From an optimization exercise on the open Yosys and OpenROAD flow, aimed at small area; shortcuts taken in it are not production practice.
Only simulation tests tie the RTL to the original design; equivalence was not proved.

run 1:
// ups_top
module ups_top #(
    parameter int TICKS_PER_SEC = 1000,
    parameter int AVG_LOG2      = 4
) (
    input  logic        clk,
    input  logic        rst_n,
    input  logic [11:0] adc,
    input  logic        adc_dv,
    input  logic [1:0]  mode,
    input  logic        mode_update,
    input  logic [12:0] dac0_test,
    input  logic [12:0] dac1_test,
    input  logic        pv_test,
    input  logic [31:0] run_cfg,
    input  logic        run_start,
    input  logic        run_stop,
    output logic [12:0] dac0,
    output logic [12:0] dac1,
    output logic        pv,
    output logic [2:0]  status
);
    logic [12:0] scaled;
    logic [12:0] filtered;
    logic        seq_stb0;
    logic        seq_stb1;
    logic        lvl_load;
    logic [1:0]  lvl_code;
    logic        seq_pv;
    logic [2:0]  seq_status;
    logic        run_en;
    adc_scaler u_adc_scaler (
        .clk    (clk),
        .rst_n  (rst_n),
        .adc    (adc),
        .adc_dv (adc_dv),
        .scaled (scaled)
    );
    boxcar_filter #(
        .AVG_LOG2 (AVG_LOG2)
    ) u_boxcar_filter (
        .clk      (clk),
        .rst_n    (rst_n),
        .scaled   (scaled),
        .filtered (filtered)
    );
    run_sequencer #(
        .TICKS_PER_SEC (TICKS_PER_SEC)
    ) u_run_sequencer (
        .clk        (clk),
        .rst_n      (rst_n),
        .run_en     (run_en),
        .run_cfg    (run_cfg),
        .run_start  (run_start),
        .run_stop   (run_stop),
        .filt_valid (filtered[12]),
        .seq_stb0   (seq_stb0),
        .seq_stb1   (seq_stb1),
        .lvl_load   (lvl_load),
        .lvl_code   (lvl_code),
        .seq_pv     (seq_pv),
        .seq_status (seq_status)
    );
    mode_controller u_mode_controller (
        .clk         (clk),
        .rst_n       (rst_n),
        .mode        (mode),
        .mode_update (mode_update),
        .filtered    (filtered),
        .dac0_test   (dac0_test),
        .dac1_test   (dac1_test),
        .pv_test     (pv_test),
        .seq_stb0    (seq_stb0),
        .seq_stb1    (seq_stb1),
        .lvl_load    (lvl_load),
        .lvl_code    (lvl_code),
        .seq_pv      (seq_pv),
        .seq_status  (seq_status),
        .run_en      (run_en),
        .dac0        (dac0),
        .dac1        (dac1),
        .pv          (pv),
        .status      (status)
    );
endmodule
For scale: about 820 cells after synthesis, ~340 flip-flops, about 110 I/O pins, ~0.013 mm^2 of cells after synthesis.
==> flow/config.mk <==
export PLATFORM = sky130hd
export DESIGN_NAME = ups_top
export DESIGN_NICKNAME = ups_top
export VERILOG_FILES = /design/flow/design.v
export SDC_FILE = /design/flow/constraint.sdc
export NUM_CORES = 4
export LEC_CHECK = 0
export CAP_MARGIN = 20
export CORE_MARGIN = 2
export CORE_UTILIZATION = 40
export CTS_CLUSTER_DIAMETER = 100
export CTS_CLUSTER_SIZE = 30
export SLEW_MARGIN = 20
==> flow/constraint.sdc <==
create_clock -name core_clock -period 8.0 [get_ports {clk}]
set_input_delay 1.6000 -clock core_clock [delete_from_list [all_inputs] [get_ports {clk}]]
set_output_delay 1.6000 -clock core_clock [all_outputs]
set_load 0.01 [all_outputs]
standard.sh (not shown) runs the stock make flow with config.mk's settings and CLKGATE_MAP_FILE= SYNTH_SCRIPT=/design/flow/synth_recipe.tcl, a recipe that flattens the netlist after the stock synthesis.
==> flow/flow/run.sh <==
#!/bin/bash
# The standard layout, with each port buffered by the smallest buffer cell
# and a clock tree without dummy loads
set -euo pipefail
bash standard.sh \
  "BUFFER_PORTS_ARGS=-buffer_cell sky130_fd_sc_hd__buf_1" \
  "CTS_ARGS=-sink_clustering_enable -repair_clock_nets -sink_clustering_size 30 -sink_clustering_max_diameter 100 -dont_use_dummy_load" \
  finish > standard.log 2>&1
Edits applied to the flow inputs when going from run 1 to run 2:
==> flow/flow/run.sh <==
#!/bin/bash
# The standard layout, with each port buffered by the smallest buffer cell
# and a clock tree without dummy loads, small buffers above the leaf level
set -euo pipefail
bash standard.sh \
  "BUFFER_PORTS_ARGS=-buffer_cell sky130_fd_sc_hd__buf_1" \
  "CTS_ARGS=-sink_clustering_enable -repair_clock_nets -sink_clustering_size 36 -sink_clustering_max_diameter 100 -dont_use_dummy_load -root_buf sky130_fd_sc_hd__clkbuf_4 -tree_buf sky130_fd_sc_hd__clkbuf_4 -sink_clustering_buffer sky130_fd_sc_hd__clkbuf_16" \
  finish > standard.log 2>&1
--- outcome ---
Per the final summary, run 2 finished and its layout is clean on timing, DRC and antenna.
Summary of run 2 over run 1: transition time at the pin with the least slew margin rose by 0.018 ns, area of all placed cells without fillers fell by 100 um^2, wire length after detailed routing stayed essentially flat.
Min number of antenna violations at the first check in global routing across run 2 and run 1: run 1
Run 1 → run 2: TritonCTS buffer count -2; synthesized cell count ~0 delta.
--- input diff run 2..run 3 ---
Settings: ABC_AREA newly set to 1; CTS_CLUSTER_SIZE removed (was 30); CTS_CLUSTER_DIAMETER removed (was 100).
==> flow/flow/run.sh <==
#!/bin/bash
# The standard layout, with each port buffered by the smallest buffer cell
# and a clock tree without dummy loads, small buffers above the leaf level
set -euo pipefail
bash standard.sh \
  "BUFFER_PORTS_ARGS=-buffer_cell sky130_fd_sc_hd__buf_1" \
  "CTS_ARGS=-sink_clustering_enable -repair_clock_nets -sink_clustering_size 30 -sink_clustering_max_diameter 100 -dont_use_dummy_load -root_buf sky130_fd_sc_hd__clkbuf_4 -tree_buf sky130_fd_sc_hd__clkbuf_4 -sink_clustering_buffer sky130_fd_sc_hd__clkbuf_16" \
  finish > standard.log 2>&1
==> comparison <==
Changes observed in run 3 relative to run 2: clock slew at the register clock pins of the worst setup and hold paths dropped 0.02 ns, count of clock-net buffers in the final layout went up, post-synth net total now sits higher, setup slack +0.11 ns, synthesis-to-layout area growth grew by 0.67 points.
met2 as the most utilized layer in the global route result was reported by run 3, and met1 by run 2.
Compared run 3 vs run 2, and cell count after synthesis is up in run 3.
## Diff of input files: run 4 against run 3
Settings: CTS_CLUSTER_DIAMETER: unset -> 100; ABC_AREA: 1 -> unset; CTS_CLUSTER_SIZE: unset -> 30.
### Flow results
Clock skew ended up 0.037 ns higher on run 4 than on run 3. Looking only at final non-filler cell total, and setting everything else aside, the higher value of run 4 and run 3 goes to run 3. Compared run 4 vs run 3, and multi-input gate count is down in run 4.

-- separate check: timing with driven ports --
How much do the figures lean on ideal ports? The routed layouts below were timed once more, with nothing changed but the port constraints.
Step 1 sets driving cells, clkbuf_16 on the clock port and buf_2 on the other inputs (assumed; they add their load-dependent delay and slew).
Step 2 adds t to the input delays and takes it off the output delays; t is the mean of the earliest and latest rising clock arrival at the registers after step 1. Input paths then give back, and output paths get back, about the clock's delay inside the block.
Three values: ideal ports, drivers, drivers and shift; two values: the first two.
run | shift t [ns] | setup slack, ns | worst setup path after step 2 | clock arrival spread, ns | slew at the worst register clock pin (ns)
run 1 | 0.520 | 1.056 / 1.056 / 1.056 | register to register | 0.068 / 0.067 | 0.11 / 0.11
run 2 | 0.670 | 1.002 / 1.002 / 1.002 | register to register | 0.082 / 0.083 | 0.13 / 0.13
run 3 | 0.692 | 1.114 / 1.114 / 1.114 | register to register | 0.028 / 0.028 | 0.11 / 0.11
run 4 | 0.698 | 1.061 / 1.061 / 1.061 | register to register | 0.066 / 0.066 | 0.11 / 0.11
After both steps setup and hold are still met in every run listed.
